From an optimization exercise on the open Yosys and OpenROAD flow, aimed at small area, a short achievable clock period and few clock cycles per item; shortcuts taken in it are not production practice.
Function was not checked in any run shown here: the RTL went through the layout flow alone.
No activity file was given, so power comes from the tool's default toggle rates.

==> flow/design.v <==
package scev_pkg;
   localparam logic [31:0] HdrMagic   = 32'h3256_5053;
   localparam logic [31:0] SpvMagic   = 32'h0723_0203;
   localparam logic [63:0] FnvBasis   = 64'hCBF2_9CE4_8422_2325;
   localparam logic [31:0] MaxBytesReset = 32'd67108864;
   localparam logic [2:0] VerdictOk     = 3'd0;
   localparam logic [2:0] VerdictSize   = 3'd1;
   localparam logic [2:0] VerdictHeader = 3'd2;
   localparam logic [2:0] VerdictLength = 3'd3;
   localparam logic [2:0] VerdictHash   = 3'd4;
   localparam logic [2:0] VerdictPrefix = 3'd5;
   localparam logic [2:0] VerdictSpirv  = 3'd6;
   function automatic logic [31:0] inc32(input logic [31:0] v);
      logic [4:0] blk;
      logic       c;
      begin
         blk[0] = 1'b1;
         for (int b = 0; b < 4; b++) blk[b + 1] = blk[b] & (&v[8 * b +: 8]);
         for (int b = 0; b < 4; b++) begin
            c = blk[b];
            for (int i = 0; i < 8; i++) begin
               inc32[8 * b + i] = v[8 * b + i] ^ c;
               c = c & v[8 * b + i];
            end
         end
      end
   endfunction
   function automatic logic [31:0] dec32(input logic [31:0] v);
      dec32 = ~inc32(~v);
   endfunction
   function automatic logic [15:0] dec16(input logic [15:0] v);
      logic [31:0] w;
      begin
         w = dec32({16'hFFFF, v});
         dec16 = w[15:0];
      end
   endfunction
   function automatic logic [63:0] fnv_step(input logic [63:0] hash, input logic [7:0] data);
      logic [63:0] x;
      begin
         x = hash ^ {56'd0, data};
         fnv_step = (x << 40) + (x << 9) - (x << 6) - (x << 4) + (x << 1) + x;
      end
   endfunction
endpackage
module scev_fnv_hash (
   input  logic        clock,
   input  logic        consume,    
   input  logic        payload,    
   input  logic        load,       
   input  logic [7:0]  port_byte,
   output logic [63:0] hash
);
   logic [63:0] x, xn, row0, row1, pg_p, pg_g, next, base;
   logic t1, t2, t3, t4, t5, t6, t7, t8, t9, t10, t11, t12, t13, t14, t15, t16;
   logic t17, t18, t19, t20, t21, t22, t23, t24, t25, t26, t27, t28, t29, t30, t31, t32;
   logic t33, t34, t35, t36, t37, t38, t39, t40, t41, t42, t43, t44, t45, t46, t47, t48;
   logic t49, t50, t51, t52, t53, t54, t55, t56, t57, t58, t59, t60, t61, t62, t63, t64;
   logic t65, t66, t67, t68, t69, t70, t71, t72, t73, t74, t75, t76, t77, t78, t79, t80;
   logic t81, t82, t83, t84, t85, t86, t87, t88, t89, t90, t91, t92, t93, t94, t95, t96;
   logic t97, t98, t99, t100, t101, t102, t103, t104, t105, t106, t107, t108, t109, t110, t111, t112;
   logic t113, t114, t115, t116, t117, t118, t119, t120, t121, t122, t123, t124, t125, t126, t127, t128;
   logic t129, t130, t131, t132, t133, t134, t135, t136, t137, t138, t139, t140, t141, t142, t143, t144;
   logic t145, t146, t147, t148, t149, t150, t151, t152, t153, t154, t155, t156, t157, t158, t159, t160;
   logic t161, t162, t163, t164, t165, t166, t167, t168, t169, t170, t171, t172, t173, t174, t175, t176;
   logic t177, t178, t179, t180, t181, t182, t183, t184, t185, t186, t187, t188, t189, t190, t191, t192;
   logic t193, t194, t195, t196, t197, t198, t199, t200, t201, t202, t203, t204, t205, t206, t207, t208;
   logic t209, t210, t211, t212, t213, t214, t215, t216, t217, t218, t219, t220, t221, t222, t223, t224;
   logic t225, t226, t227, t228, t229, t230, t231, t232, t233, t234, t235, t236, t237, t238, t239, t240;
   logic t241, t242, t243, t244, t245, t246, t247, t248, t249, t250, t251, t252, t253, t254, t255, t256;
   logic t257, t258, t259, t260, t261, t262, t263, t264, t265, t266, t267, t268, t269, t270, t271, t272;
   logic t273, t274, t275, t276, t277, t278, t279, t280, t281, t282, t283, t284, t285, t286, t287, t288;
   logic t289, t290, t291, t292, t293, t294, t295, t296, t297, t298, t299, t300, t301, t302, t303, t304;
   logic t305, t306, t307, t308, t309, t310, t311, t312, t313, t314, t315, t316, t317, t318, t319, t320;
   logic t321, t322, t323, t324, t325, t326, t327, t328, t329, t330, t331, t332, t333, t334, t335, t336;
   logic t337, t338, t339, t340, t341, t342, t343, t344, t345, t346, t347, t348, t349, t350, t351, t352;
   logic t353, t354, t355, t356, t357, t358, t359, t360, t361, t362, t363, t364, t365, t366, t367, t368;
   logic t369, t370, t371, t372, t373, t374, t375, t376, t377, t378, t379, t380, t381, t382, t383, t384;
   logic t385, t386, t387, t388, t389, t390, t391, t392, t393, t394, t395, t396, t397, t398, t399, t400;
   logic t401, t402, t403, t404, c1g, c2g, c2p, c3g, c3p, c4g, c4p, c5g, c5p, c6g, c6p, c7g;
   logic c7p, c8g, c8p, c9g, c9p, c10g, c10p, c11g, c11p, c12g, c12p, c13g, c13p, c14g, c14p, c15g;
   logic c15p, c16g, c16p, c17g, c17p, c18g, c18p, c19g, c19p, c20g, c20p, c21g, c21p, c22g, c22p, c23g;
   logic c23p, c24g, c24p, c25g, c25p, c26g, c26p, c27g, c27p, c28g, c28p, c29g, c29p, c30g, c30p, c31g;
   logic c31p, c32g, c32p, c33g, c34g, c35g, c35p, c36g, c36p, c37g, c37p, c38g, c38p, c39g, c39p, c40g;
   logic c40p, c41g, c41p, c42g, c42p, c43g, c43p, c44g, c44p, c45g, c45p, c46g, c46p, c47g, c47p, c48g;
   logic c48p, c49g, c49p, c50g, c50p, c51g, c51p, c52g, c52p, c53g, c53p, c54g, c54p, c55g, c55p, c56g;
   logic c56p, c57g, c57p, c58g, c58p, c59g, c59p, c60g, c60p, c61g, c61p, c62g, c62p, c63g, c63p, c64g;
   logic c64p, c65g, c66g, c67g, c68g, c69g, c69p, c70g, c70p, c71g, c71p, c72g, c72p, c73g, c73p, c74g;
   logic c74p, c75g, c75p, c76g, c76p, c77g, c77p, c78g, c78p, c79g, c79p, c80g, c80p, c81g, c81p, c82g;
   logic c82p, c83g, c83p, c84g, c84p, c85g, c85p, c86g, c86p, c87g, c87p, c88g, c88p, c89g, c89p, c90g;
   logic c90p, c91g, c91p, c92g, c92p, c93g, c93p, c94g, c94p, c95g, c95p, c96g, c96p, c97g, c98g, c99g;
   logic c100g, c101g, c102g, c103g, c104g, c105g, c105p, c106g, c106p, c107g, c107p, c108g, c108p, c109g, c109p, c110g;
   logic c110p, c111g, c111p, c112g, c112p, c113g, c113p, c114g, c114p, c115g, c115p, c116g, c116p, c117g, c117p, c118g;
   logic c118p, c119g, c119p, c120g, c120p, c121g, c121p, c122g, c122p, c123g, c123p, c124g, c124p, c125g, c125p, c126g;
   logic c126p, c127g, c127p, c128g, c128p, c129g, c130g, c131g, c132g, c133g, c134g, c135g, c136g, c137g, c138g, c139g;
   logic c140g, c141g, c142g, c143g, c144g, c145g, c145p, c146g, c146p, c147g, c147p, c148g, c148p, c149g, c149p, c150g;
   logic c150p, c151g, c151p, c152g, c152p, c153g, c153p, c154g, c154p, c155g, c155p, c156g, c156p, c157g, c157p, c158g;
   logic c158p, c159g, c159p, c160g, c160p, c161g, c162g, c163g, c164g, c165g, c166g, c167g, c168g, c169g, c170g, c171g;
   logic c172g, c173g, c174g, c175g, c176g, c177g, c178g, c179g, c180g, c181g, c182g, c183g, c184g, c185g, c186g, c187g;
   logic c188g, c189g, c190g, c191g, c192g;
   assign x  = hash;
   assign xn = ~x;
   assign {t2, t1} = xn[0] + xn[2];
   assign {t4, t3} = xn[1] + xn[3];
   assign {t6, t5} = xn[2] + xn[4];
   assign {t8, t7} = x[0] + xn[3] + xn[5];
   assign {t10, t9} = x[1] + xn[4] + xn[6];
   assign {t12, t11} = x[2] + xn[5] + xn[7];
   assign {t14, t13} = x[3] + xn[6] + xn[8];
   assign {t16, t15} = x[4] + xn[7] + xn[9];
   assign {t18, t17} = x[5] + xn[8] + xn[10];
   assign {t20, t19} = x[6] + xn[9] + xn[11];
   assign {t22, t21} = x[7] + xn[10] + xn[12];
   assign {t24, t23} = x[8] + xn[11] + xn[13];
   assign {t26, t25} = x[9] + xn[12] + xn[14];
   assign {t28, t27} = x[10] + xn[13] + xn[15];
   assign {t30, t29} = x[11] + xn[14] + xn[16];
   assign {t32, t31} = x[12] + xn[15] + xn[17];
   assign {t34, t33} = x[13] + xn[16] + xn[18];
   assign {t36, t35} = x[14] + xn[17] + xn[19];
   assign {t38, t37} = x[15] + xn[18] + xn[20];
   assign {t40, t39} = x[16] + xn[19] + xn[21];
   assign {t42, t41} = x[17] + xn[20] + xn[22];
   assign {t44, t43} = x[18] + xn[21] + xn[23];
   assign {t46, t45} = x[19] + xn[22] + xn[24];
   assign {t48, t47} = x[20] + xn[23] + xn[25];
   assign {t50, t49} = x[21] + xn[24] + xn[26];
   assign {t52, t51} = x[22] + xn[25] + xn[27];
   assign {t54, t53} = x[23] + xn[26] + xn[28];
   assign {t56, t55} = x[24] + xn[27] + xn[29];
   assign {t58, t57} = x[25] + xn[28] + xn[30];
   assign {t60, t59} = x[26] + xn[29] + xn[31];
   assign {t62, t61} = x[27] + xn[30] + xn[32];
   assign {t64, t63} = x[28] + xn[31] + xn[33];
   assign {t66, t65} = x[29] + xn[32] + xn[34];
   assign {t68, t67} = x[30] + xn[33] + xn[35];
   assign {t70, t69} = x[0] + x[31] + xn[34];
   assign {t72, t71} = xn[36] + x[39];
   assign {t74, t73} = x[1] + x[32] + xn[35];
   assign {t76, t75} = xn[37] + x[40] + x[41];
   assign {t78, t77} = x[2] + x[33] + xn[36];
   assign {t80, t79} = xn[38] + x[41] + x[42];
   assign {t82, t81} = x[3] + x[34] + xn[37];
   assign {t84, t83} = xn[39] + x[42] + x[43];
   assign {t86, t85} = x[4] + x[35] + xn[38];
   assign {t88, t87} = xn[40] + x[43] + x[44];
   assign {t90, t89} = x[5] + x[36] + xn[39];
   assign {t92, t91} = xn[41] + x[44] + x[45];
   assign {t94, t93} = x[6] + x[37] + xn[40];
   assign {t96, t95} = xn[42] + x[45] + x[46];
   assign {t98, t97} = x[7] + x[38] + xn[41];
   assign {t100, t99} = xn[43] + x[46] + x[47];
   assign {t102, t101} = x[8] + x[39] + xn[42];
   assign {t104, t103} = xn[44] + x[47] + x[48];
   assign {t106, t105} = x[9] + x[40] + xn[43];
   assign {t108, t107} = xn[45] + x[48] + x[49];
   assign {t110, t109} = x[10] + x[41] + xn[44];
   assign {t112, t111} = xn[46] + x[49] + x[50];
   assign {t114, t113} = x[11] + x[42] + xn[45];
   assign {t116, t115} = xn[47] + x[50] + x[51];
   assign {t118, t117} = x[12] + x[43] + xn[46];
   assign {t120, t119} = xn[48] + x[51] + x[52];
   assign {t122, t121} = x[13] + x[44] + xn[47];
   assign {t124, t123} = xn[49] + x[52] + x[53];
   assign {t126, t125} = x[14] + x[45] + xn[48];
   assign {t128, t127} = xn[50] + x[53] + x[54];
   assign {t130, t129} = x[15] + x[46] + xn[49];
   assign {t132, t131} = xn[51] + x[54] + x[55];
   assign {t134, t133} = x[16] + x[47] + xn[50];
   assign {t136, t135} = xn[52] + x[55] + x[56];
   assign {t138, t137} = x[17] + x[48] + xn[51];
   assign {t140, t139} = xn[53] + x[56] + x[57];
   assign {t142, t141} = x[18] + x[49] + xn[52];
   assign {t144, t143} = xn[54] + x[57] + x[58];
   assign {t146, t145} = x[19] + x[50] + xn[53];
   assign {t148, t147} = xn[55] + x[58] + x[59];
   assign {t150, t149} = x[20] + x[51] + xn[54];
   assign {t152, t151} = xn[56] + x[59] + x[60];
   assign {t154, t153} = x[21] + x[52] + xn[55];
   assign {t156, t155} = xn[57] + x[60] + x[61];
   assign {t158, t157} = x[22] + x[53] + xn[56];
   assign {t160, t159} = xn[58] + x[61] + x[62];
   assign {t162, t161} = x[23] + x[54] + xn[57];
   assign {t164, t163} = xn[59] + x[62] + x[63];
   assign {t166, t165} = xn[0] + x[3];
   assign {t168, t167} = xn[1] + x[4];
   assign t169 = ~(x[5] ^ x[6]);
   assign t170 = x[5] | x[6];
   assign {t172, t171} = x[6] + x[7] + t3;
   assign {t174, t173} = x[7] + x[8] + t5;
   assign {t176, t175} = x[8] + x[9] + t7;
   assign {t178, t177} = x[9] + x[10] + t9;
   assign {t180, t179} = x[10] + x[11] + t11;
   assign {t182, t181} = x[11] + x[12] + t13;
   assign {t184, t183} = x[12] + x[13] + t15;
   assign {t186, t185} = x[13] + x[14] + t17;
   assign {t188, t187} = x[14] + x[15] + t19;
   assign {t190, t189} = x[15] + x[16] + t21;
   assign {t192, t191} = x[16] + x[17] + t23;
   assign {t194, t193} = x[17] + x[18] + t25;
   assign {t196, t195} = x[18] + x[19] + t27;
   assign {t198, t197} = x[19] + x[20] + t29;
   assign {t200, t199} = x[20] + x[21] + t31;
   assign {t202, t201} = x[21] + x[22] + t33;
   assign {t204, t203} = x[22] + x[23] + t35;
   assign {t206, t205} = x[23] + x[24] + t37;
   assign {t208, t207} = x[24] + x[25] + t39;
   assign {t210, t209} = x[25] + x[26] + t41;
   assign {t212, t211} = x[26] + x[27] + t43;
   assign {t214, t213} = x[27] + x[28] + t45;
   assign {t216, t215} = x[28] + x[29] + t47;
   assign {t218, t217} = x[29] + x[30] + t49;
   assign {t220, t219} = x[30] + x[31] + t51;
   assign {t222, t221} = x[31] + x[32] + t53;
   assign {t224, t223} = x[32] + x[33] + t55;
   assign {t226, t225} = x[33] + x[34] + t57;
   assign {t228, t227} = x[34] + x[35] + t59;
   assign {t230, t229} = x[35] + x[36] + t61;
   assign {t232, t231} = x[36] + x[37] + t63;
   assign {t234, t233} = x[37] + x[38] + t65;
   assign {t236, t235} = x[38] + x[39] + t67;
   assign {t238, t237} = x[40] + t69 + t71;
   assign {t240, t239} = t73 + t75 + t70;
   assign {t242, t241} = t77 + t79 + t74;
   assign {t244, t243} = t81 + t83 + t78;
   assign {t246, t245} = t85 + t87 + t82;
   assign {t248, t247} = t89 + t91 + t86;
   assign {t250, t249} = t93 + t95 + t90;
   assign {t252, t251} = t97 + t99 + t94;
   assign {t254, t253} = t101 + t103 + t98;
   assign {t256, t255} = t105 + t107 + t102;
   assign {t258, t257} = t109 + t111 + t106;
   assign {t260, t259} = t113 + t115 + t110;
   assign {t262, t261} = t117 + t119 + t114;
   assign {t264, t263} = t121 + t123 + t118;
   assign {t266, t265} = t125 + t127 + t122;
   assign {t268, t267} = t129 + t131 + t126;
   assign {t270, t269} = t133 + t135 + t130;
   assign {t272, t271} = t137 + t139 + t134;
   assign {t274, t273} = t141 + t143 + t138;
   assign {t276, t275} = t145 + t147 + t142;
   assign {t278, t277} = t149 + t151 + t146;
   assign {t280, t279} = t153 + t155 + t150;
   assign {t282, t281} = t157 + t159 + t154;
   assign {t284, t283} = t161 + t163 + t158;
   assign t285 = ~x[4];
   assign t286 = x[4];
   assign {t288, t287} = x[5] + t167 + t166;
   assign {t290, t289} = t1 + t169 + t168;
   assign {t292, t291} = t2 + t171 + t170;
   assign {t294, t293} = t4 + t173 + t172;
   assign {t296, t295} = t6 + t175 + t174;
   assign {t298, t297} = t8 + t177 + t176;
   assign {t300, t299} = t10 + t179 + t178;
   assign {t302, t301} = t12 + t181 + t180;
   assign {t304, t303} = t14 + t183 + t182;
   assign {t306, t305} = t16 + t185 + t184;
   assign {t308, t307} = t18 + t187 + t186;
   assign {t310, t309} = t20 + t189 + t188;
   assign {t312, t311} = t22 + t191 + t190;
   assign {t314, t313} = t24 + t193 + t192;
   assign {t316, t315} = t26 + t195 + t194;
   assign {t318, t317} = t28 + t197 + t196;
   assign {t320, t319} = t30 + t199 + t198;
   assign {t322, t321} = t32 + t201 + t200;
   assign {t324, t323} = t34 + t203 + t202;
   assign {t326, t325} = t36 + t205 + t204;
   assign {t328, t327} = t38 + t207 + t206;
   assign {t330, t329} = t40 + t209 + t208;
   assign {t332, t331} = t42 + t211 + t210;
   assign {t334, t333} = t44 + t213 + t212;
   assign {t336, t335} = t46 + t215 + t214;
   assign {t338, t337} = t48 + t217 + t216;
   assign {t340, t339} = t50 + t219 + t218;
   assign {t342, t341} = t52 + t221 + t220;
   assign {t344, t343} = t54 + t223 + t222;
   assign {t346, t345} = t56 + t225 + t224;
   assign {t348, t347} = t58 + t227 + t226;
   assign {t350, t349} = t60 + t229 + t228;
   assign {t352, t351} = t62 + t231 + t230;
   assign {t354, t353} = t64 + t233 + t232;
   assign {t356, t355} = t66 + t235 + t234;
   assign {t358, t357} = t68 + t237 + t236;
   assign {t360, t359} = t72 + t239 + t238;
   assign {t362, t361} = t76 + t241 + t240;
   assign {t364, t363} = t80 + t243 + t242;
   assign {t366, t365} = t84 + t245 + t244;
   assign {t368, t367} = t88 + t247 + t246;
   assign {t370, t369} = t92 + t249 + t248;
   assign {t372, t371} = t96 + t251 + t250;
   assign {t374, t373} = t100 + t253 + t252;
   assign {t376, t375} = t104 + t255 + t254;
   assign {t378, t377} = t108 + t257 + t256;
   assign {t380, t379} = t112 + t259 + t258;
   assign {t382, t381} = t116 + t261 + t260;
   assign {t384, t383} = t120 + t263 + t262;
   assign {t386, t385} = t124 + t265 + t264;
   assign {t388, t387} = t128 + t267 + t266;
   assign {t390, t389} = t132 + t269 + t268;
   assign {t392, t391} = t136 + t271 + t270;
   assign {t394, t393} = t140 + t273 + t272;
   assign {t396, t395} = t144 + t275 + t274;
   assign {t398, t397} = t148 + t277 + t276;
   assign {t400, t399} = t152 + t279 + t278;
   assign {t402, t401} = t156 + t281 + t280;
   assign {t404, t403} = t160 + t283 + t282;
   assign row0 = {t403, t401, t399, t397, t395, t393, t391, t389, t387, t385, t383, t381, t379, t377, t375, t373, t371, t369, t367, t365, t363, t361, t359, t357, t355, t353, t351, t349, t347, t345, t343, t341, t339, t337, t335, t333, t331, t329, t327, t325, t323, t321, t319, t317, t315, t313, t311, t309, t307, t305, t303, t301, t299, t297, t295, t293, t291, t289, t287, t165, x[2], x[1], x[0], x[0]};
   assign row1 = {t402, t400, t398, t396, t394, t392, t390, t388, t386, t384, t382, t380, t378, t376, t374, t372, t370, t368, t366, t364, t362, t360, t358, t356, t354, t352, t350, t348, t346, t344, t342, t340, t338, t336, t334, t332, t330, t328, t326, t324, t322, t320, t318, t316, t314, t312, t310, t308, t306, t304, t302, t300, t298, t296, t294, t292, t290, t288, t286, t285, x[3], x[2], x[1], 1'b0};
   assign pg_p = row0 ^ row1;
   assign pg_g = row0 & row1;
   assign c1g = pg_g[1] | (pg_p[1] & pg_g[0]);
   assign c2g = pg_g[3] | (pg_p[3] & pg_g[2]);
   assign c2p = pg_p[3] & pg_p[2];
   assign c3g = pg_g[5] | (pg_p[5] & pg_g[4]);
   assign c3p = pg_p[5] & pg_p[4];
   assign c4g = pg_g[7] | (pg_p[7] & pg_g[6]);
   assign c4p = pg_p[7] & pg_p[6];
   assign c5g = pg_g[9] | (pg_p[9] & pg_g[8]);
   assign c5p = pg_p[9] & pg_p[8];
   assign c6g = pg_g[11] | (pg_p[11] & pg_g[10]);
   assign c6p = pg_p[11] & pg_p[10];
   assign c7g = pg_g[13] | (pg_p[13] & pg_g[12]);
   assign c7p = pg_p[13] & pg_p[12];
   assign c8g = pg_g[15] | (pg_p[15] & pg_g[14]);
   assign c8p = pg_p[15] & pg_p[14];
   assign c9g = pg_g[17] | (pg_p[17] & pg_g[16]);
   assign c9p = pg_p[17] & pg_p[16];
   assign c10g = pg_g[19] | (pg_p[19] & pg_g[18]);
   assign c10p = pg_p[19] & pg_p[18];
   assign c11g = pg_g[21] | (pg_p[21] & pg_g[20]);
   assign c11p = pg_p[21] & pg_p[20];
   assign c12g = pg_g[23] | (pg_p[23] & pg_g[22]);
   assign c12p = pg_p[23] & pg_p[22];
   assign c13g = pg_g[25] | (pg_p[25] & pg_g[24]);
   assign c13p = pg_p[25] & pg_p[24];
   assign c14g = pg_g[27] | (pg_p[27] & pg_g[26]);
   assign c14p = pg_p[27] & pg_p[26];
   assign c15g = pg_g[29] | (pg_p[29] & pg_g[28]);
   assign c15p = pg_p[29] & pg_p[28];
   assign c16g = pg_g[31] | (pg_p[31] & pg_g[30]);
   assign c16p = pg_p[31] & pg_p[30];
   assign c17g = pg_g[33] | (pg_p[33] & pg_g[32]);
   assign c17p = pg_p[33] & pg_p[32];
   assign c18g = pg_g[35] | (pg_p[35] & pg_g[34]);
   assign c18p = pg_p[35] & pg_p[34];
   assign c19g = pg_g[37] | (pg_p[37] & pg_g[36]);
   assign c19p = pg_p[37] & pg_p[36];
   assign c20g = pg_g[39] | (pg_p[39] & pg_g[38]);
   assign c20p = pg_p[39] & pg_p[38];
   assign c21g = pg_g[41] | (pg_p[41] & pg_g[40]);
   assign c21p = pg_p[41] & pg_p[40];
   assign c22g = pg_g[43] | (pg_p[43] & pg_g[42]);
   assign c22p = pg_p[43] & pg_p[42];
   assign c23g = pg_g[45] | (pg_p[45] & pg_g[44]);
   assign c23p = pg_p[45] & pg_p[44];
   assign c24g = pg_g[47] | (pg_p[47] & pg_g[46]);
   assign c24p = pg_p[47] & pg_p[46];
   assign c25g = pg_g[49] | (pg_p[49] & pg_g[48]);
   assign c25p = pg_p[49] & pg_p[48];
   assign c26g = pg_g[51] | (pg_p[51] & pg_g[50]);
   assign c26p = pg_p[51] & pg_p[50];
   assign c27g = pg_g[53] | (pg_p[53] & pg_g[52]);
   assign c27p = pg_p[53] & pg_p[52];
   assign c28g = pg_g[55] | (pg_p[55] & pg_g[54]);
   assign c28p = pg_p[55] & pg_p[54];
   assign c29g = pg_g[57] | (pg_p[57] & pg_g[56]);
   assign c29p = pg_p[57] & pg_p[56];
   assign c30g = pg_g[59] | (pg_p[59] & pg_g[58]);
   assign c30p = pg_p[59] & pg_p[58];
   assign c31g = pg_g[61] | (pg_p[61] & pg_g[60]);
   assign c31p = pg_p[61] & pg_p[60];
   assign c32g = pg_g[63] | (pg_p[63] & pg_g[62]);
   assign c32p = pg_p[63] & pg_p[62];
   assign c33g = pg_g[2] | (pg_p[2] & c1g);
   assign c34g = c2g | (c2p & c1g);
   assign c35g = pg_g[6] | (pg_p[6] & c3g);
   assign c35p = pg_p[6] & c3p;
   assign c36g = c4g | (c4p & c3g);
   assign c36p = c4p & c3p;
   assign c37g = pg_g[10] | (pg_p[10] & c5g);
   assign c37p = pg_p[10] & c5p;
   assign c38g = c6g | (c6p & c5g);
   assign c38p = c6p & c5p;
   assign c39g = pg_g[14] | (pg_p[14] & c7g);
   assign c39p = pg_p[14] & c7p;
   assign c40g = c8g | (c8p & c7g);
   assign c40p = c8p & c7p;
   assign c41g = pg_g[18] | (pg_p[18] & c9g);
   assign c41p = pg_p[18] & c9p;
   assign c42g = c10g | (c10p & c9g);
   assign c42p = c10p & c9p;
   assign c43g = pg_g[22] | (pg_p[22] & c11g);
   assign c43p = pg_p[22] & c11p;
   assign c44g = c12g | (c12p & c11g);
   assign c44p = c12p & c11p;
   assign c45g = pg_g[26] | (pg_p[26] & c13g);
   assign c45p = pg_p[26] & c13p;
   assign c46g = c14g | (c14p & c13g);
   assign c46p = c14p & c13p;
   assign c47g = pg_g[30] | (pg_p[30] & c15g);
   assign c47p = pg_p[30] & c15p;
   assign c48g = c16g | (c16p & c15g);
   assign c48p = c16p & c15p;
   assign c49g = pg_g[34] | (pg_p[34] & c17g);
   assign c49p = pg_p[34] & c17p;
   assign c50g = c18g | (c18p & c17g);
   assign c50p = c18p & c17p;
   assign c51g = pg_g[38] | (pg_p[38] & c19g);
   assign c51p = pg_p[38] & c19p;
   assign c52g = c20g | (c20p & c19g);
   assign c52p = c20p & c19p;
   assign c53g = pg_g[42] | (pg_p[42] & c21g);
   assign c53p = pg_p[42] & c21p;
   assign c54g = c22g | (c22p & c21g);
   assign c54p = c22p & c21p;
   assign c55g = pg_g[46] | (pg_p[46] & c23g);
   assign c55p = pg_p[46] & c23p;
   assign c56g = c24g | (c24p & c23g);
   assign c56p = c24p & c23p;
   assign c57g = pg_g[50] | (pg_p[50] & c25g);
   assign c57p = pg_p[50] & c25p;
   assign c58g = c26g | (c26p & c25g);
   assign c58p = c26p & c25p;
   assign c59g = pg_g[54] | (pg_p[54] & c27g);
   assign c59p = pg_p[54] & c27p;
   assign c60g = c28g | (c28p & c27g);
   assign c60p = c28p & c27p;
   assign c61g = pg_g[58] | (pg_p[58] & c29g);
   assign c61p = pg_p[58] & c29p;
   assign c62g = c30g | (c30p & c29g);
   assign c62p = c30p & c29p;
   assign c63g = pg_g[62] | (pg_p[62] & c31g);
   assign c63p = pg_p[62] & c31p;
   assign c64g = c32g | (c32p & c31g);
   assign c64p = c32p & c31p;
   assign c65g = pg_g[4] | (pg_p[4] & c34g);
   assign c66g = c3g | (c3p & c34g);
   assign c67g = c35g | (c35p & c34g);
   assign c68g = c36g | (c36p & c34g);
   assign c69g = pg_g[12] | (pg_p[12] & c38g);
   assign c69p = pg_p[12] & c38p;
   assign c70g = c7g | (c7p & c38g);
   assign c70p = c7p & c38p;
   assign c71g = c39g | (c39p & c38g);
   assign c71p = c39p & c38p;
   assign c72g = c40g | (c40p & c38g);
   assign c72p = c40p & c38p;
   assign c73g = pg_g[20] | (pg_p[20] & c42g);
   assign c73p = pg_p[20] & c42p;
   assign c74g = c11g | (c11p & c42g);
   assign c74p = c11p & c42p;
   assign c75g = c43g | (c43p & c42g);
   assign c75p = c43p & c42p;
   assign c76g = c44g | (c44p & c42g);
   assign c76p = c44p & c42p;
   assign c77g = pg_g[28] | (pg_p[28] & c46g);
   assign c77p = pg_p[28] & c46p;
   assign c78g = c15g | (c15p & c46g);
   assign c78p = c15p & c46p;
   assign c79g = c47g | (c47p & c46g);
   assign c79p = c47p & c46p;
   assign c80g = c48g | (c48p & c46g);
   assign c80p = c48p & c46p;
   assign c81g = pg_g[36] | (pg_p[36] & c50g);
   assign c81p = pg_p[36] & c50p;
   assign c82g = c19g | (c19p & c50g);
   assign c82p = c19p & c50p;
   assign c83g = c51g | (c51p & c50g);
   assign c83p = c51p & c50p;
   assign c84g = c52g | (c52p & c50g);
   assign c84p = c52p & c50p;
   assign c85g = pg_g[44] | (pg_p[44] & c54g);
   assign c85p = pg_p[44] & c54p;
   assign c86g = c23g | (c23p & c54g);
   assign c86p = c23p & c54p;
   assign c87g = c55g | (c55p & c54g);
   assign c87p = c55p & c54p;
   assign c88g = c56g | (c56p & c54g);
   assign c88p = c56p & c54p;
   assign c89g = pg_g[52] | (pg_p[52] & c58g);
   assign c89p = pg_p[52] & c58p;
   assign c90g = c27g | (c27p & c58g);
   assign c90p = c27p & c58p;
   assign c91g = c59g | (c59p & c58g);
   assign c91p = c59p & c58p;
   assign c92g = c60g | (c60p & c58g);
   assign c92p = c60p & c58p;
   assign c93g = pg_g[60] | (pg_p[60] & c62g);
   assign c93p = pg_p[60] & c62p;
   assign c94g = c31g | (c31p & c62g);
   assign c94p = c31p & c62p;
   assign c95g = c63g | (c63p & c62g);
   assign c95p = c63p & c62p;
   assign c96g = c64g | (c64p & c62g);
   assign c96p = c64p & c62p;
   assign c97g = pg_g[8] | (pg_p[8] & c68g);
   assign c98g = c5g | (c5p & c68g);
   assign c99g = c37g | (c37p & c68g);
   assign c100g = c38g | (c38p & c68g);
   assign c101g = c69g | (c69p & c68g);
   assign c102g = c70g | (c70p & c68g);
   assign c103g = c71g | (c71p & c68g);
   assign c104g = c72g | (c72p & c68g);
   assign c105g = pg_g[24] | (pg_p[24] & c76g);
   assign c105p = pg_p[24] & c76p;
   assign c106g = c13g | (c13p & c76g);
   assign c106p = c13p & c76p;
   assign c107g = c45g | (c45p & c76g);
   assign c107p = c45p & c76p;
   assign c108g = c46g | (c46p & c76g);
   assign c108p = c46p & c76p;
   assign c109g = c77g | (c77p & c76g);
   assign c109p = c77p & c76p;
   assign c110g = c78g | (c78p & c76g);
   assign c110p = c78p & c76p;
   assign c111g = c79g | (c79p & c76g);
   assign c111p = c79p & c76p;
   assign c112g = c80g | (c80p & c76g);
   assign c112p = c80p & c76p;
   assign c113g = pg_g[40] | (pg_p[40] & c84g);
   assign c113p = pg_p[40] & c84p;
   assign c114g = c21g | (c21p & c84g);
   assign c114p = c21p & c84p;
   assign c115g = c53g | (c53p & c84g);
   assign c115p = c53p & c84p;
   assign c116g = c54g | (c54p & c84g);
   assign c116p = c54p & c84p;
   assign c117g = c85g | (c85p & c84g);
   assign c117p = c85p & c84p;
   assign c118g = c86g | (c86p & c84g);
   assign c118p = c86p & c84p;
   assign c119g = c87g | (c87p & c84g);
   assign c119p = c87p & c84p;
   assign c120g = c88g | (c88p & c84g);
   assign c120p = c88p & c84p;
   assign c121g = pg_g[56] | (pg_p[56] & c92g);
   assign c121p = pg_p[56] & c92p;
   assign c122g = c29g | (c29p & c92g);
   assign c122p = c29p & c92p;
   assign c123g = c61g | (c61p & c92g);
   assign c123p = c61p & c92p;
   assign c124g = c62g | (c62p & c92g);
   assign c124p = c62p & c92p;
   assign c125g = c93g | (c93p & c92g);
   assign c125p = c93p & c92p;
   assign c126g = c94g | (c94p & c92g);
   assign c126p = c94p & c92p;
   assign c127g = c95g | (c95p & c92g);
   assign c127p = c95p & c92p;
   assign c128g = c96g | (c96p & c92g);
   assign c128p = c96p & c92p;
   assign c129g = pg_g[16] | (pg_p[16] & c104g);
   assign c130g = c9g | (c9p & c104g);
   assign c131g = c41g | (c41p & c104g);
   assign c132g = c42g | (c42p & c104g);
   assign c133g = c73g | (c73p & c104g);
   assign c134g = c74g | (c74p & c104g);
   assign c135g = c75g | (c75p & c104g);
   assign c136g = c76g | (c76p & c104g);
   assign c137g = c105g | (c105p & c104g);
   assign c138g = c106g | (c106p & c104g);
   assign c139g = c107g | (c107p & c104g);
   assign c140g = c108g | (c108p & c104g);
   assign c141g = c109g | (c109p & c104g);
   assign c142g = c110g | (c110p & c104g);
   assign c143g = c111g | (c111p & c104g);
   assign c144g = c112g | (c112p & c104g);
   assign c145g = pg_g[48] | (pg_p[48] & c120g);
   assign c145p = pg_p[48] & c120p;
   assign c146g = c25g | (c25p & c120g);
   assign c146p = c25p & c120p;
   assign c147g = c57g | (c57p & c120g);
   assign c147p = c57p & c120p;
   assign c148g = c58g | (c58p & c120g);
   assign c148p = c58p & c120p;
   assign c149g = c89g | (c89p & c120g);
   assign c149p = c89p & c120p;
   assign c150g = c90g | (c90p & c120g);
   assign c150p = c90p & c120p;
   assign c151g = c91g | (c91p & c120g);
   assign c151p = c91p & c120p;
   assign c152g = c92g | (c92p & c120g);
   assign c152p = c92p & c120p;
   assign c153g = c121g | (c121p & c120g);
   assign c153p = c121p & c120p;
   assign c154g = c122g | (c122p & c120g);
   assign c154p = c122p & c120p;
   assign c155g = c123g | (c123p & c120g);
   assign c155p = c123p & c120p;
   assign c156g = c124g | (c124p & c120g);
   assign c156p = c124p & c120p;
   assign c157g = c125g | (c125p & c120g);
   assign c157p = c125p & c120p;
   assign c158g = c126g | (c126p & c120g);
   assign c158p = c126p & c120p;
   assign c159g = c127g | (c127p & c120g);
   assign c159p = c127p & c120p;
   assign c160g = c128g | (c128p & c120g);
   assign c160p = c128p & c120p;
   assign c161g = pg_g[32] | (pg_p[32] & c144g);
   assign c162g = c17g | (c17p & c144g);
   assign c163g = c49g | (c49p & c144g);
   assign c164g = c50g | (c50p & c144g);
   assign c165g = c81g | (c81p & c144g);
   assign c166g = c82g | (c82p & c144g);
   assign c167g = c83g | (c83p & c144g);
   assign c168g = c84g | (c84p & c144g);
   assign c169g = c113g | (c113p & c144g);
   assign c170g = c114g | (c114p & c144g);
   assign c171g = c115g | (c115p & c144g);
   assign c172g = c116g | (c116p & c144g);
   assign c173g = c117g | (c117p & c144g);
   assign c174g = c118g | (c118p & c144g);
   assign c175g = c119g | (c119p & c144g);
   assign c176g = c120g | (c120p & c144g);
   assign c177g = c145g | (c145p & c144g);
   assign c178g = c146g | (c146p & c144g);
   assign c179g = c147g | (c147p & c144g);
   assign c180g = c148g | (c148p & c144g);
   assign c181g = c149g | (c149p & c144g);
   assign c182g = c150g | (c150p & c144g);
   assign c183g = c151g | (c151p & c144g);
   assign c184g = c152g | (c152p & c144g);
   assign c185g = c153g | (c153p & c144g);
   assign c186g = c154g | (c154p & c144g);
   assign c187g = c155g | (c155p & c144g);
   assign c188g = c156g | (c156p & c144g);
   assign c189g = c157g | (c157p & c144g);
   assign c190g = c158g | (c158p & c144g);
   assign c191g = c159g | (c159p & c144g);
   assign c192g = c160g | (c160p & c144g);
   assign next[0] = pg_p[0];
   assign next[1] = pg_p[1] ^ pg_g[0];
   assign next[2] = pg_p[2] ^ c1g;
   assign next[3] = pg_p[3] ^ c33g;
   assign next[4] = pg_p[4] ^ c34g;
   assign next[5] = pg_p[5] ^ c65g;
   assign next[6] = pg_p[6] ^ c66g;
   assign next[7] = pg_p[7] ^ c67g;
   assign next[8] = pg_p[8] ^ c68g;
   assign next[9] = pg_p[9] ^ c97g;
   assign next[10] = pg_p[10] ^ c98g;
   assign next[11] = pg_p[11] ^ c99g;
   assign next[12] = pg_p[12] ^ c100g;
   assign next[13] = pg_p[13] ^ c101g;
   assign next[14] = pg_p[14] ^ c102g;
   assign next[15] = pg_p[15] ^ c103g;
   assign next[16] = pg_p[16] ^ c104g;
   assign next[17] = pg_p[17] ^ c129g;
   assign next[18] = pg_p[18] ^ c130g;
   assign next[19] = pg_p[19] ^ c131g;
   assign next[20] = pg_p[20] ^ c132g;
   assign next[21] = pg_p[21] ^ c133g;
   assign next[22] = pg_p[22] ^ c134g;
   assign next[23] = pg_p[23] ^ c135g;
   assign next[24] = pg_p[24] ^ c136g;
   assign next[25] = pg_p[25] ^ c137g;
   assign next[26] = pg_p[26] ^ c138g;
   assign next[27] = pg_p[27] ^ c139g;
   assign next[28] = pg_p[28] ^ c140g;
   assign next[29] = pg_p[29] ^ c141g;
   assign next[30] = pg_p[30] ^ c142g;
   assign next[31] = pg_p[31] ^ c143g;
   assign next[32] = pg_p[32] ^ c144g;
   assign next[33] = pg_p[33] ^ c161g;
   assign next[34] = pg_p[34] ^ c162g;
   assign next[35] = pg_p[35] ^ c163g;
   assign next[36] = pg_p[36] ^ c164g;
   assign next[37] = pg_p[37] ^ c165g;
   assign next[38] = pg_p[38] ^ c166g;
   assign next[39] = pg_p[39] ^ c167g;
   assign next[40] = pg_p[40] ^ c168g;
   assign next[41] = pg_p[41] ^ c169g;
   assign next[42] = pg_p[42] ^ c170g;
   assign next[43] = pg_p[43] ^ c171g;
   assign next[44] = pg_p[44] ^ c172g;
   assign next[45] = pg_p[45] ^ c173g;
   assign next[46] = pg_p[46] ^ c174g;
   assign next[47] = pg_p[47] ^ c175g;
   assign next[48] = pg_p[48] ^ c176g;
   assign next[49] = pg_p[49] ^ c177g;
   assign next[50] = pg_p[50] ^ c178g;
   assign next[51] = pg_p[51] ^ c179g;
   assign next[52] = pg_p[52] ^ c180g;
   assign next[53] = pg_p[53] ^ c181g;
   assign next[54] = pg_p[54] ^ c182g;
   assign next[55] = pg_p[55] ^ c183g;
   assign next[56] = pg_p[56] ^ c184g;
   assign next[57] = pg_p[57] ^ c185g;
   assign next[58] = pg_p[58] ^ c186g;
   assign next[59] = pg_p[59] ^ c187g;
   assign next[60] = pg_p[60] ^ c188g;
   assign next[61] = pg_p[61] ^ c189g;
   assign next[62] = pg_p[62] ^ c190g;
   assign next[63] = pg_p[63] ^ c191g;
   assign base = consume ? (payload ? next : scev_pkg::FnvBasis) : hash;
   always_ff @(posedge clock) begin
      if (consume || load) begin
         hash <= base ^ {56'd0, load ? port_byte : 8'd0};
      end
   end
endmodule
module scev_spirv_walk (
   input  logic       clock,
   input  logic       reset,
   input  logic       step,       
   input  logic       header,     
   input  logic       word,       
   input  logic [7:0] data_byte,
   output logic       bad         
);
   logic [1:0]  lane_ff;    
   logic [2:0]  widx_ff;    
   logic [15:0] skip_ff;    
   logic [7:0]  b2_ff;      
   logic        zero_ff;    
   logic        bad_ff;
   logic [15:0] len;
   logic [7:0]  magic_byte;
   logic        byte_zero;
   logic        bad_now;
   always_comb begin
      len        = {data_byte, b2_ff};
      byte_zero  = data_byte == 8'd0;
      magic_byte = scev_pkg::SpvMagic[8 * lane_ff +: 8];
      bad_now    = 1'b0;
      case (widx_ff)
         3'd0: bad_now = data_byte != magic_byte;
         3'd3: bad_now = lane_ff == 2'd3 && zero_ff && byte_zero;
         3'd4: bad_now = !byte_zero;
         3'd5: bad_now = lane_ff == 2'd3 && skip_ff == 16'd0 && len == 16'd0;
         default: ;
      endcase
   end
   always_ff @(posedge clock) begin
      if (reset) begin
         lane_ff <= '0;
         widx_ff <= '0;
         bad_ff  <= 1'b0;
      end else if (step && header) begin
         lane_ff <= '0;
         widx_ff <= '0;
         bad_ff  <= 1'b0;
      end else if (step && word) begin
         lane_ff <= lane_ff + 2'd1;
         if (bad_now) bad_ff <= 1'b1;
         if (lane_ff == 2'd3 && widx_ff != 3'd5) widx_ff <= widx_ff + 3'd1;
      end
   end
   always_ff @(posedge clock) begin
      if (step && word) begin
         zero_ff <= (lane_ff == 2'd0 || zero_ff) && byte_zero;
         if (lane_ff == 2'd2) b2_ff <= data_byte;
         if (lane_ff == 2'd3) begin
            if (widx_ff != 3'd5) skip_ff <= '0;
            else skip_ff <= scev_pkg::dec16(skip_ff == 16'd0 ? len : skip_ff);
         end
      end
   end
   assign bad = bad_ff || widx_ff != 3'd5 || skip_ff != 16'd0;
endmodule
module shader_cache_entry_validator_unit (
   input  logic        clock,
   input  logic        reset,
   input  logic        req_tvalid,
   output logic        req_tready,
   input  logic [15:0] req_tdata,   
   input  logic        req_tlast,   
   output logic        rsp_tvalid,
   input  logic        rsp_tready,
   output logic [39:0] rsp_tdata,   
   input  logic        csr_valid,
   output logic        csr_ready,
   input  logic [1:0]  csr_index,
   input  logic [31:0] csr_data
);
   logic [31:0] stage_code_ff;
   logic [23:0] contract_len_ff;
   logic [23:0] source_len_ff;
   logic [31:0] max_bytes_ff;
   logic        in_valid_ff;
   logic [7:0]  in_file_ff;
   logic        in_differs_ff;   
   logic        in_last_ff;
   logic [1:0]  owed_ff;         
   logic        ready_ff;
   logic [31:0] pos_ff;          
   logic        payload_ff;      
   logic        words_ff;        
   logic        over_ff;         
   logic        header_bad_ff;
   logic [31:0] word_count_ff;
   logic [31:0] len_left_ff;     
   logic        len_high_ff;     
   logic        len_sum_ok_ff;   
   logic [63:0] hash_field_ff;
   logic        prefix_bad_ff;
   logic        vp_valid_ff;
   logic [2:0]  vp_code_ff;      
   logic        rsp_valid_ff;
   logic [2:0]  rsp_code_ff;
   logic [31:0] rejected_ff;
   logic        take, take_payload, consume, last, header, prefix, word;
   logic [5:0]  hpos;
   logic [7:0]  expect_byte;
   logic        check_byte;
   logic [63:0] hash;
   logic        walk_bad;
   logic [25:0] prefix_end;
   logic        at_prefix_end;
   logic        at_max;
   logic [2:0]  pre_code;
   logic [2:0]  code;
   logic        load_rsp;
   logic [1:0]  owed_next;
   assign csr_ready  = 1'b1;
   assign req_tready = ready_ff;
   assign rsp_tvalid = rsp_valid_ff;
   assign rsp_tdata  = {5'd0, rejected_ff, rsp_code_ff};
   always_ff @(posedge clock) begin
      if (reset) begin
         stage_code_ff   <= '0;
         contract_len_ff <= '0;
         source_len_ff   <= '0;
         max_bytes_ff    <= scev_pkg::MaxBytesReset;
      end else if (csr_valid) begin
         case (csr_index)
            2'd0: stage_code_ff   <= csr_data;
            2'd1: contract_len_ff <= csr_data[23:0];
            2'd2: source_len_ff   <= csr_data[23:0];
            default: max_bytes_ff <= csr_data;
         endcase
      end
   end
   assign take = req_tvalid && ready_ff;
   always_ff @(posedge clock) begin
      in_valid_ff   <= take && !reset;
      in_file_ff    <= req_tdata[7:0];
      in_differs_ff <= req_tdata[7:0] != req_tdata[15:8];
      in_last_ff    <= req_tlast;
   end
   always_comb begin
      owed_next = owed_ff;
      if (take && req_tlast) owed_next = owed_next + 2'd1;
      if (rsp_valid_ff && rsp_tready) owed_next = owed_next - 2'd1;
   end
   always_ff @(posedge clock) begin
      if (reset) begin
         owed_ff  <= '0;
         ready_ff <= 1'b1;
      end else begin
         owed_ff  <= owed_next;
         ready_ff <= !owed_next[1];
      end
   end
   assign consume = in_valid_ff;
   assign last    = in_last_ff;
   assign header  = !payload_ff;
   assign prefix  = payload_ff && !words_ff;
   assign word    = words_ff;
   assign hpos    = pos_ff[5:0];
   assign prefix_end = {2'd0, contract_len_ff} + {2'd0, source_len_ff} + 26'd39;
   assign at_max  = pos_ff == max_bytes_ff;
   assign at_prefix_end = pos_ff == {6'd0, prefix_end};
   always_comb begin
      check_byte  = header && hpos < 6'd20;
      expect_byte = 8'd0;
      case (hpos[4:0])
         5'd0:  expect_byte = scev_pkg::HdrMagic[7:0];
         5'd1:  expect_byte = scev_pkg::HdrMagic[15:8];
         5'd2:  expect_byte = scev_pkg::HdrMagic[23:16];
         5'd3:  expect_byte = scev_pkg::HdrMagic[31:24];
         5'd4:  expect_byte = 8'd2;
         5'd8:  expect_byte = stage_code_ff[7:0];
         5'd9:  expect_byte = stage_code_ff[15:8];
         5'd10: expect_byte = stage_code_ff[23:16];
         5'd11: expect_byte = stage_code_ff[31:24];
         5'd12: expect_byte = contract_len_ff[7:0];
         5'd13: expect_byte = contract_len_ff[15:8];
         5'd14: expect_byte = contract_len_ff[23:16];
         5'd16: expect_byte = source_len_ff[7:0];
         5'd17: expect_byte = source_len_ff[15:8];
         5'd18: expect_byte = source_len_ff[23:16];
         default: expect_byte = 8'd0;
      endcase
   end
   always_ff @(posedge clock) begin
      if (reset) begin
         pos_ff        <= '0;
         payload_ff    <= 1'b0;
         words_ff      <= 1'b0;
         over_ff       <= 1'b0;
         header_bad_ff <= 1'b0;
         len_high_ff   <= 1'b0;
         len_sum_ok_ff <= 1'b0;
      end else if (consume) begin
         if (last) begin
            pos_ff        <= '0;
            payload_ff    <= 1'b0;
            words_ff      <= 1'b0;
            over_ff       <= 1'b0;
            header_bad_ff <= 1'b0;
            len_high_ff   <= 1'b0;
            len_sum_ok_ff <= 1'b0;
         end else begin
            pos_ff <= scev_pkg::inc32(pos_ff);
            if (header && hpos == 6'd39) payload_ff <= 1'b1;
            if (at_max) over_ff <= 1'b1;
            if (check_byte && in_file_ff != expect_byte) header_bad_ff <= 1'b1;
            if (header && hpos[5:2] == 4'd7 && in_file_ff != 8'd0) len_high_ff <= 1'b1;
            if (at_prefix_end) begin
               words_ff <= 1'b1;
               if (len_left_ff == {word_count_ff[29:0], 1'b0, payload_ff} &&
                   word_count_ff[31:30] == 2'd0) len_sum_ok_ff <= 1'b1;
            end
         end
      end
   end
   always_ff @(posedge clock) begin
      if (consume) begin
         if (header) begin
            case (hpos)
               6'd20: word_count_ff[7:0]   <= in_file_ff;
               6'd21: word_count_ff[15:8]  <= in_file_ff;
               6'd22: word_count_ff[23:16] <= in_file_ff;
               6'd23: word_count_ff[31:24] <= in_file_ff;
               6'd24: len_left_ff[7:0]     <= in_file_ff;
               6'd25: len_left_ff[15:8]    <= in_file_ff;
               6'd26: len_left_ff[23:16]   <= in_file_ff;
               6'd27: len_left_ff[31:24]   <= in_file_ff;
               6'd32: hash_field_ff[7:0]   <= in_file_ff;
               6'd33: hash_field_ff[15:8]  <= in_file_ff;
               6'd34: hash_field_ff[23:16] <= in_file_ff;
               6'd35: hash_field_ff[31:24] <= in_file_ff;
               6'd36: hash_field_ff[39:32] <= in_file_ff;
               6'd37: hash_field_ff[47:40] <= in_file_ff;
               6'd38: hash_field_ff[55:48] <= in_file_ff;
               6'd39: hash_field_ff[63:56] <= in_file_ff;
               default: ;
            endcase
         end else begin
            len_left_ff <= scev_pkg::dec32(len_left_ff);
         end
      end
   end
   always_ff @(posedge clock) begin
      if (reset) begin
         prefix_bad_ff <= 1'b0;
      end else if (consume) begin
         if (header) prefix_bad_ff <= 1'b0;
         else if (prefix && in_differs_ff) prefix_bad_ff <= 1'b1;
      end
   end
   assign take_payload = take && (consume ? !last && (payload_ff || hpos == 6'd39) : payload_ff);
   scev_fnv_hash u_hash (
      .clock     (clock),
      .consume   (consume),
      .payload   (payload_ff),
      .load      (take_payload),
      .port_byte (req_tdata[7:0]),
      .hash      (hash)
   );
   scev_spirv_walk u_walk (
      .clock     (clock),
      .reset     (reset),
      .step      (consume),
      .header    (header),
      .word      (word),
      .data_byte (in_file_ff),
      .bad       (walk_bad)
   );
   always_comb begin
      if (over_ff || at_max || (header && hpos != 6'd39)) begin
         pre_code = scev_pkg::VerdictSize;
      end else if (header_bad_ff || (word_count_ff[31:3] == 29'd0 && word_count_ff[2:0] < 3'd5)) begin
         pre_code = scev_pkg::VerdictHeader;
      end else if (!(payload_ff && len_left_ff == 32'd1 && !len_high_ff && len_sum_ok_ff)) begin
         pre_code = scev_pkg::VerdictLength;
      end else begin
         pre_code = scev_pkg::VerdictOk;
      end
   end
   always_comb begin
      if (vp_code_ff != scev_pkg::VerdictOk) code = vp_code_ff;
      else if (hash != hash_field_ff) code = scev_pkg::VerdictHash;
      else if (prefix_bad_ff) code = scev_pkg::VerdictPrefix;
      else if (walk_bad) code = scev_pkg::VerdictSpirv;
      else code = scev_pkg::VerdictOk;
   end
   assign load_rsp = vp_valid_ff && !rsp_valid_ff;
   always_ff @(posedge clock) begin
      if (reset) begin
         vp_valid_ff  <= 1'b0;
         rsp_valid_ff <= 1'b0;
         rejected_ff  <= '0;
      end else begin
         if (consume && last) vp_valid_ff <= 1'b1;
         else if (load_rsp) vp_valid_ff <= 1'b0;
         if (load_rsp) begin
            rsp_valid_ff <= 1'b1;
            if (code != scev_pkg::VerdictOk)
               rejected_ff <= scev_pkg::inc32(rejected_ff) | {32{&rejected_ff}};
         end else if (rsp_tready) begin
            rsp_valid_ff <= 1'b0;
         end
      end
   end
   always_ff @(posedge clock) begin
      if (consume && last) vp_code_ff <= pre_code;
      if (load_rsp) rsp_code_ff <= code;
   end
endmodule
==> flow/run.sh <==
#!/bin/bash
# synth_recipe.tcl (not shown) runs the flow's synth.tcl, then flattens the netlist and writes it again
# the make line also repeats each setting of config.mk as NAME=value (left out here)
make -C /OpenROAD-flow-scripts/flow DESIGN_CONFIG=/design/flow/config.mk WORK_HOME=/design/flow/orfs CLKGATE_MAP_FILE= SYNTH_SCRIPT=/design/flow/synth_recipe.tcl finish
==> flow/config.mk <==
export PLATFORM = sky130hd
export DESIGN_NAME = shader_cache_entry_validator_unit
export DESIGN_NICKNAME = shader_cache_entry_validator_unit
export VERILOG_FILES = /design/flow/design.v
export SDC_FILE = /design/flow/constraint.sdc
export NUM_CORES = 4
export LEC_CHECK = 0
export ABC_CLOCK_PERIOD_IN_PS = 4000
export CAP_MARGIN = 20
export CORE_MARGIN = 2
export CORE_UTILIZATION = 40
export SETUP_SLACK_MARGIN = 5
export SLEW_MARGIN = 20
==> flow/constraint.sdc <==
create_clock -name core_clock -period 10.0 [get_ports {clock}]
set_input_delay 2.0000 -clock core_clock [delete_from_list [all_inputs] [get_ports {clock}]]
set_output_delay 2.0000 -clock core_clock [all_outputs]
set_load 0.01 [all_outputs]
==> key figures, run 1 <==
Setup path
  • Startpoint Class: register
  • CP Class: reg -> reg
  • Critical path required time: 10.36 ns
  • Critical path endpoint category: register
  • CP arrival: ~5.3 ns
  • Max Fanout on Critical Path: 6

Die
  • IO Pins: 99
  • DIE AREA: 73650 um^2
  • DIE HEIGHT: roughly 270 um
  • Initial Utilization: between 40 and 50%
  • Core footprint: 71120 um^2
  • Row cnt: 98
  • Chip Width: ~270 um

Routing
  • First DRT Iteration DRCs: roughly 1900
  • DR WL/cell: 21.87 um
  • Final wirelength: roughly 90 mm
  • Via density: 5.561
  • Post-DRT Antenna Nets: 0
  • Drt drc: 0
  • First-pass DRT Iterations: 6
  • Via count: 22330

Clock network
  • CTS tree: done
  • CTS Buffer Depth: 3
  • H-Tree Depth: 2
  • Clock latency on the worst-skew pair: 0.63 ns
  • Clock transition at path regs: around 0.060 ns
  • Root Buffer: clkbuf_16
  • TritonCTS Buffers: 52
  • Total clock sinks: between 400 and 500

Flow run
  • Maxcap violations: 0

STA
  • Final Hold Vio Count: 0
  • TNS Setup: 0 ns
  • Fin. max-slew vios: 0
  • Fin Clk Skew: 0.03719 ns
  • Setup violators final: 0
  • Slew headroom: 20.44%
  • Worst-Margin Slew: 1.192 ns
  • Tcrit/Tclk final: 49.05%
  • RSZ-0062 raised after global routing: true
  • Final min period: between 4 and 5 ns
  • FMAX: slightly above 0.2 GHz

Yosys
  • Prevailing post-synth register cell: edfxtp_1
  • Flops & latches, synth: about 430
  • Post-Synthesis Cells: 2893
  • Main area contributors after synthesis: edfxtp_1 23%, dfxtp_1 14%, fa_1 14%, ha_1 9.7%, a21oi_1 4.4%
  • Top cell type by total area after synthesis: edfxtp_1
  • Asr flop ratio synth: 0%
  • Cell Area, Synth: 28600 um^2
  • Synth warn: 3
  • Number of synthesized flops with an enable pin: roughly 220
  • Syn avg cell area: 9.885 um^2
  • Library cells used by synthesis: between 70 and 80
  • Post-synthesis sequential area ratio: 37.66%
  • Post-synth top area share: between 20% and 30%

GRT
  • Initial antenna violation count: 0
  • All-layer global routing usage: roughly a quarter
  • Pin count of the biggest net entering global routing: between 100 and 150
  • GR Overflow Total: 0
  • Global-route wire length before repair: around 130 mm
  • Vias in the first global route: 22020

Layout
  • Final instance area: ~33000 um^2
  • Share of cells above drive strength 1: slightly below 9%
  • Area Growth Syn to Fin: 16.13%
  • Nets@finish: approximately 3500
  • Antenna Cells: 0
  • Layout Cells excl Fill: between 4000 and 5000

Placement
  • GPL Wtd Cong: just under 1
  • Port Buffers: just over 90
  • DP Area: 30580 um^2
  • Placed Instances: 3855
  • Post-detail-place hpwl: between 60 and 70 mm

Pwr
  • Pwr/cell area: 153.2 nW/um^2
  • Leak: 13.34 nW
  • Power Total: roughly 0.005 W
  • VDD IR max: roughly 130 uV

Worst hold path
  • Min-Delay Path Class: reg -> reg

Run status
  • Status: complete, no violations
critical path, stage by stage, from the launching register on:
cell and delay (ns):
edfxtp_1 0.45, clkinvlp_4 0.24, fa_1 0.54, fa_1 0.54
inv_1 0.05, fa_1 0.45, ha_1 0.37, a21o_1 0.22
a21o_1 0.18, a21o_1 0.22, nor3_4 0.20, o31ai_4 0.15
a22oi_2 0.44, a21o_4 0.22, a21oi_2 0.05, mux2_1 0.32
cells by family after synthesis:
family | count (synthesis) | synth area share (%)
AO/OA/AOI/OAI | 547 | 11.90
AND/OR/NAND/NOR | 836 | 13.64
buffers and inverters | 411 | 5.513
other | 2 | 0.02626
adder cells (fa/ha/maj) | 418 | 23.43
XOR/XNOR | 237 | 7.258
multiplexers | 15 | 0.5644
flip-flops | 427 | 37.66
worst paths after layout:
path / to / cells after the start / start / slack (ns)
setup / recovery: u_hash.hash[63]$_SDFFCE_PN1P_ / 15 / u_hash.hash[1]$_DFFE_PN_ / 5.10
setup reg to reg: u_hash.hash[63]$_SDFFCE_PN1P_ / 15 / u_hash.hash[1]$_DFFE_PN_ / 5.10
hold reg to reg: stage_code_ff[9]$_SDFFE_PP0P_ / 2 / stage_code_ff[9]$_SDFFE_PP0P_ / 0.46
hold / removal: stage_code_ff[9]$_SDFFE_PP0P_ / 2 / stage_code_ff[9]$_SDFFE_PP0P_ / 0.46
repair_timing:
| action | 4_1_cts | 5_1_grt |
|---|---|---|
| buffers inserted | 26 | 37 |
| pin swaps | 3 | 12 |
| hold buffers | 0 | 0 |
| resized for setup | 27 | 41 |
| setup endpoints to repair | 27 | 26 |
sequential cells by signal, summed over array words and instances, names as in the netlist, 2 cells and up:
| name | flops |
|---|---|
| rsp_code_ff | 3 |
| rejected_ff | 32 |
| u_hash.hash | 64 |
| contract_len_ff | 24 |
| max_bytes_ff | 32 |
| u_walk.lane_ff | 2 |
| in_file_ff | 8 |
| len_left_ff | 32 |
| u_walk.skip_ff | 16 |
| stage_code_ff | 32 |
| vp_code_ff | 2 |
| owed_ff | 2 |
| word_count_ff | 32 |
| pos_ff | 32 |
| u_walk.widx_ff | 3 |
| source_len_ff | 24 |
| hash_field_ff | 64 |
| u_walk.b2_ff | 8 |
where the power goes:
group / switching, W / total [W] / internal, W
registers: 0.0000421 / 0.00191 / 0.00187
clock network: 0.000814 / 0.00199 / 0.00118
logic: 0.000692 / 0.00118 / 0.000492
total: 0.00155 / 0.00509 / 0.00354
stage by stage:
| step | worst slack, ns | hold WS, ns | util [%] |
|---|---|---|---|
| final | 5.095 | 0.4586 | 46.70 |
| after global routing | 4.958 | 0.4697 | 46.70 |
| after CTS | 5.007 | 0.4565 | 45.98 |
| after detailed placement | 4.636 | 0.4477 | 42.99 |
| after global placement | 4.682 | 0.4418 | 42.95 |
| after floorplan | 5.467 | 0.4256 | - |
routing by layer:
layer	up-vias	GRT usage (%)	share of wire (%)
met4	0	7.634	3.5
met1	11060	31.91	43
met2	904	38.20	46
li1	10210	-	-
met3	154	3.653	7.6
met5	-	0	0
layout by cell type, fill, tap and decap left out, types with 15 or more instances in the layout:
| master | synthesis | routed |
|---|---|---|
| nand2_1 | 327 | 325 |
| inv_1 | 294 | 272 |
| a21oi_1 | 252 | 245 |
| edfxtp_1 | 222 | 222 |
| ha_1 | 222 | 217 |
| dfxtp_1 | 205 | 203 |
| fa_1 | 196 | 196 |
| nor2_1 | 191 | 190 |
| xor2_1 | 131 | 131 |
| xnor2_1 | 106 | 106 |
| buf_4 | 6 | 94 |
| clkdlybuf4s50_1 | 0 | 91 |
| nor4_1 | 60 | 57 |
| clkbuf_16 | 0 | 53 |
| o21ai_0 | 52 | 51 |
| nand4_1 | 50 | 50 |
| a211oi_1 | 43 | 43 |
| nor3_1 | 41 | 36 |
| a21o_1 | 37 | 35 |
| nor2b_1 | 37 | 35 |
| nand3_1 | 27 | 27 |
| nand2b_1 | 22 | 22 |
| and3_1 | 22 | 22 |
| clkinvlp_4 | 0 | 20 |
| o21ai_1 | 20 | 20 |
| and2_1 | 15 | 15 |
| o211ai_1 | 15 | 15 |
synth_stat cells, types with 22 or more instances:
master,number
and3_1,22
a21oi_1,252
a21o_1,37
inv_1,294
nand4_1,50
xor2_1,131
nor2b_1,37
fa_1,196
nor2_1,191
nor4_1,60
o21ai_0,52
clkbuf_1,94
xnor2_1,106
dfxtp_1,205
ha_1,222
edfxtp_1,222
a211oi_1,43
nor3_1,41
nand3_1,27
nand2_1,327
nand2b_1,22
final cells by class:
| type | instances | area (um^2) |
|---|---|---|
| clock inverter | 25 | 350.3 |
| timing repair buffer | 188 | 1668 |
| fill | 6559 | 37910 |
| sequential | 427 | 10780 |
| tap | 950 | 1189 |
| clock buffer | 72 | 1448 |
| multi-input combinational | 2059 | 16610 |
| inverter | 295 | 1174 |
==> inputs of run 2 (changes only) <==
--- a/flow/config.mk
+++ b/flow/config.mk
@@ -7,3 +7,2 @@
 export LEC_CHECK = 0
-export ABC_CLOCK_PERIOD_IN_PS = 4000
 export CAP_MARGIN = 20
==> run 2 against run 1 <==
Clock-buffer cell count unchanged. Worst hold slack unchanged. Clock power about the same. Synthesized area unchanged. Setup slack unchanged. Register-to-register slack about the same. Critical path type unchanged.
==> key figures, run 2 <==
Run status
  • Status: complete, no violations (unchanged)

Routing
  • Met1 wire length: 37.34 mm (unchanged)
  • Via density: 5.561 (unchanged)
  • First-pass DRT Iterations: 6 (unchanged)
  • Metal2 WL: 40.79 mm (unchanged)
  • First DRT Iteration DRCs: 1926 (unchanged)
  • Final wirelength: 87.84 mm (unchanged)
  • Drt drc: 0 (unchanged)
  • Via count: 22330 (unchanged)
  • WL met3: 6.635 mm (unchanged)
  • Max Used Layer: met4 (unchanged)
  • DR WL/cell: 21.87 um (unchanged)
  • Post-DRT Antenna Nets: 0 (unchanged)

Layout
  • Area Growth Syn to Fin: 16.13% (unchanged)
  • Commonest non-fill, non-tap cells in the layout: 325 x nand2_1, 272 x inv_1, 245 x a21oi_1 (unchanged)
  • Share of cells above drive strength 1: 8.676% (unchanged)
  • Area occupied by multi-input gates: 16610 um^2 (unchanged)
  • Nets@finish: 3497 (unchanged)
  • Commonest non-fill, non-tap cell in the layout: nand2_1 (unchanged)
  • Layout fillers: 6559 (unchanged)
  • Antenna Cells: 0 (unchanged)
  • Storage cell area: 10780 um^2 (unchanged)
  • Largest registers: hash_field_ff x64, u_hash.hash x64 (unchanged)

Setup path
  • Max Fanout on Critical Path: 6 (unchanged)
  • CP Class: reg -> reg (unchanged)
  • CP arrival: 5.26 ns (about the same)
  • Startpoint Class: register (unchanged)
  • Critical path required time: 10.36 ns (about the same)
  • Critical path endpoint category: register (unchanged)

Die
  • Row cnt: 98 (unchanged)
  • IO Pins: 99 (unchanged)
  • Initial Utilization: 40.21% (unchanged)
  • Chip Width: 271.4 um (unchanged)
  • DIE HEIGHT: 271.4 um (unchanged)
  • Core footprint: 71120 um^2 (unchanged)
  • DIE AREA: 73650 um^2 (unchanged)

GRT
  • Initial antenna violation count: 0 (unchanged)
  • Vias in the first global route: 22020 (unchanged)
  • Pin count of the biggest net entering global routing: 108 (unchanged)
  • All-layer global routing usage: 23.44% (unchanged)
  • GR Overflow Total: 0 (unchanged)
  • Global-route wire length before repair: 133.3 mm (unchanged)

STA
  • Setup violators final: 0 (unchanged)
  • FMAX: 0.2039 GHz (unchanged)
  • Fin. max-slew vios: 0 (unchanged)
  • Worst-Margin Slew: 1.192 ns (unchanged)
  • Final Hold Vio Count: 0 (unchanged)
  • Slew headroom: 20.44% (unchanged)
  • TNS Setup: 0 ns (unchanged)
  • RSZ-0062 raised after global routing: true (unchanged)
  • Tcrit/Tclk final: 49.05% (unchanged)
  • Setup WS post-layout: 5.095 ns (unchanged)
  • Final min period: 4.905 ns (unchanged)
  • Fin Clk Skew: 0.03719 ns (unchanged)

Yosys
  • Library cells used by synthesis: 73 (unchanged)
  • Main area contributors after synthesis: edfxtp_1 23%, dfxtp_1 14%, fa_1 14%, ha_1 9.7%, a21oi_1 4.4% (unchanged)
  • Number of synthesized flops with an enable pin: 222 (unchanged)
  • Top cell type by total area after synthesis: edfxtp_1 (unchanged)
  • Post-synth top area share: 23.31% (unchanged)
  • Synth top cells by count: 327 x nand2_1, 294 x inv_1, 252 x a21oi_1, 222 x edfxtp_1, 222 x ha_1 (unchanged)
  • Prevailing post-synth register cell: edfxtp_1 (unchanged)
  • Count leader, synth: nand2_1 (unchanged)
  • Syn avg cell area: 9.885 um^2 (unchanged)
  • Asr flop ratio synth: 0% (unchanged)
  • Post-Synthesis Cells: 2893 (unchanged)
  • Cell Area, Synth: 28600 um^2 (unchanged)
  • Flops & latches, synth: 427 (unchanged)
  • Synth warn: 3 (unchanged)
  • Post-synthesis sequential area ratio: 37.66% (unchanged)

Clock network
  • Root Buffer: clkbuf_16 (unchanged)
  • TritonCTS Buffers: 52 (unchanged)
  • CTS Hold Bufs: 0 (unchanged)
  • Total clock sinks: 427 (unchanged)
  • CTS tree: done (unchanged)
  • CTS Buffer Depth: 3 (unchanged)
  • Clock latency on the worst-skew pair: 0.63 ns (about the same)
  • Clock transition at path regs: 0.06 ns (about the same)
  • H-Tree Depth: 2 (unchanged)

Pwr
  • Combinational share of power: 23.3% (about the same)
  • Power Total: 0.005089 W (unchanged)
  • Leak: 13.34 nW (unchanged)
  • Clk pwr share: 39.1% (about the same)
  • Sw Pwr: 0.001548 W (unchanged)
  • Pint: 0.003540 W (unchanged)
  • Sw Share: 30.43% (unchanged)
  • Sequential power share: 37.6% (about the same)
  • VDD IR max: 130.8 uV (unchanged)
  • Pwr/cell area: 153.2 nW/um^2 (unchanged)

Placement
  • Place WS: 4.636 ns (unchanged)
  • Post-detail-place hpwl: 65.05 mm (unchanged)
  • Port Buffers: 92 (unchanged)
  • GPL Wtd Cong: 0.9610 (unchanged)

Flow run
  • Maxcap violations: 0 (unchanged)

Worst hold path
  • Min-Delay Path Class: reg -> reg (unchanged)
[run 2: logic make-up (layout without fill, tap and decap cells)]
logic type	after synthesis	in the layout	share of synthesized area, %
DFF	427	427	37.66
muxes	15	15	0.5644
AOI/OAI and AO/OA	547	547	11.90
and+or+nand+nor	836	836	13.64
other	2	6	0.02626
xor gates and xnor gates	237	237	7.258
buffers and inverters	411	580	5.513
adders and majority gates	418	418	23.43
[run 2: area by class of cell]
class | instances | area share, %
clock inverter | 25 | 1.055
inverter | 295 | 3.534
clock buffer | 72 | 4.359
sequential | 427 | 32.45
timing repair buffer | 188 | 5.022
tap | 950 | 3.579
multi-input combinational | 2059 | 50.00
[run 2: power by group through the flow]
stage	registers, W	clock network (W)	logic (W)
CTS	0.00191	0.00201	0.00111
global placement	0.00195	0	0.00105
finish	0.00191	0.00199	0.00118
global route	0.00192	0.00208	0.00131
detailed placement	0.00195	0	0.00107
floorplan	0.00194	0	0.000777
[run 2: timing repair]
action / in CTS / in global routing
setup endpoints to repair: 27 / 26
pin swaps: 3 / 12
setup buffers: 26 / 37
resized for setup: 27 / 41
[run 2: worst max-delay path: stages (launching register included)]
cell and delay [ns]:
edfxtp_1 0.45, clkinvlp_4 0.24, fa_1 0.54, fa_1 0.54, inv_1 0.05, fa_1 0.45
ha_1 0.37, a21o_1 0.22, a21o_1 0.18, a21o_1 0.22, nor3_4 0.20, o31ai_4 0.15
a22oi_2 0.44, a21o_4 0.22, a21oi_2 0.05, mux2_1 0.32
[run 2: worst paths after layout]
check	cells past startpoint	slack [ns]	to	startpoint
worst max-delay path	15	5.10	u_hash.hash[63]$_SDFFCE_PN1P_	u_hash.hash[1]$_DFFE_PN_
worst max register to register	15	5.10	u_hash.hash[63]$_SDFFCE_PN1P_	u_hash.hash[1]$_DFFE_PN_
worst min-delay path	2	0.46	stage_code_ff[9]$_SDFFE_PP0P_	stage_code_ff[9]$_SDFFE_PP0P_
worst min register to register	2	0.46	stage_code_ff[9]$_SDFFE_PP0P_	stage_code_ff[9]$_SDFFE_PP0P_
[run 2: through the flow]
stage | util, % | instances | hold WS (ns) | area [um^2]
finish | 46.70 | 4016 | 0.4586 | 33210
global route | 46.70 | 4016 | 0.4697 | 33210
CTS | 45.98 | 3978 | 0.4565 | 32700
detailed placement | 42.99 | 3855 | 0.4477 | 30580
global placement | 42.95 | 3855 | 0.4418 | 30550
floorplan | - | 2897 | 0.4256 | 28610
[run 2: routing by layer]
layer	GRT usage, %	up-vias
li1	-	10210
met1	31.91	11060
met2	38.20	904
met3	3.653	154
met4	7.634	0
met5	0	-

## separate check: timing with driven ports
How much do the figures lean on ideal ports? The routed layouts below were timed once more, with nothing changed but the port constraints.
Step 1 sets driving cells, clkbuf_16 on the clock port and buf_2 on the other inputs (assumed; they add their load-dependent delay and slew).
Step 2 adds t to the input delays and takes it off the output delays; t is the mean of the earliest and latest rising clock arrival at the registers after step 1. Input paths then give back, and output paths get back, about the clock's delay inside the block.
Three values: no drivers, after step 1, after step 2; two values: the first two.
run	t (ns)	setup slack, ns	pins driven straight from the clock port
run 1	0.672	5.095 / 5.095 / 5.095	1
run 2	0.672	5.095 / 5.095 / 5.095	1
After both steps setup and hold are still met in every run listed.
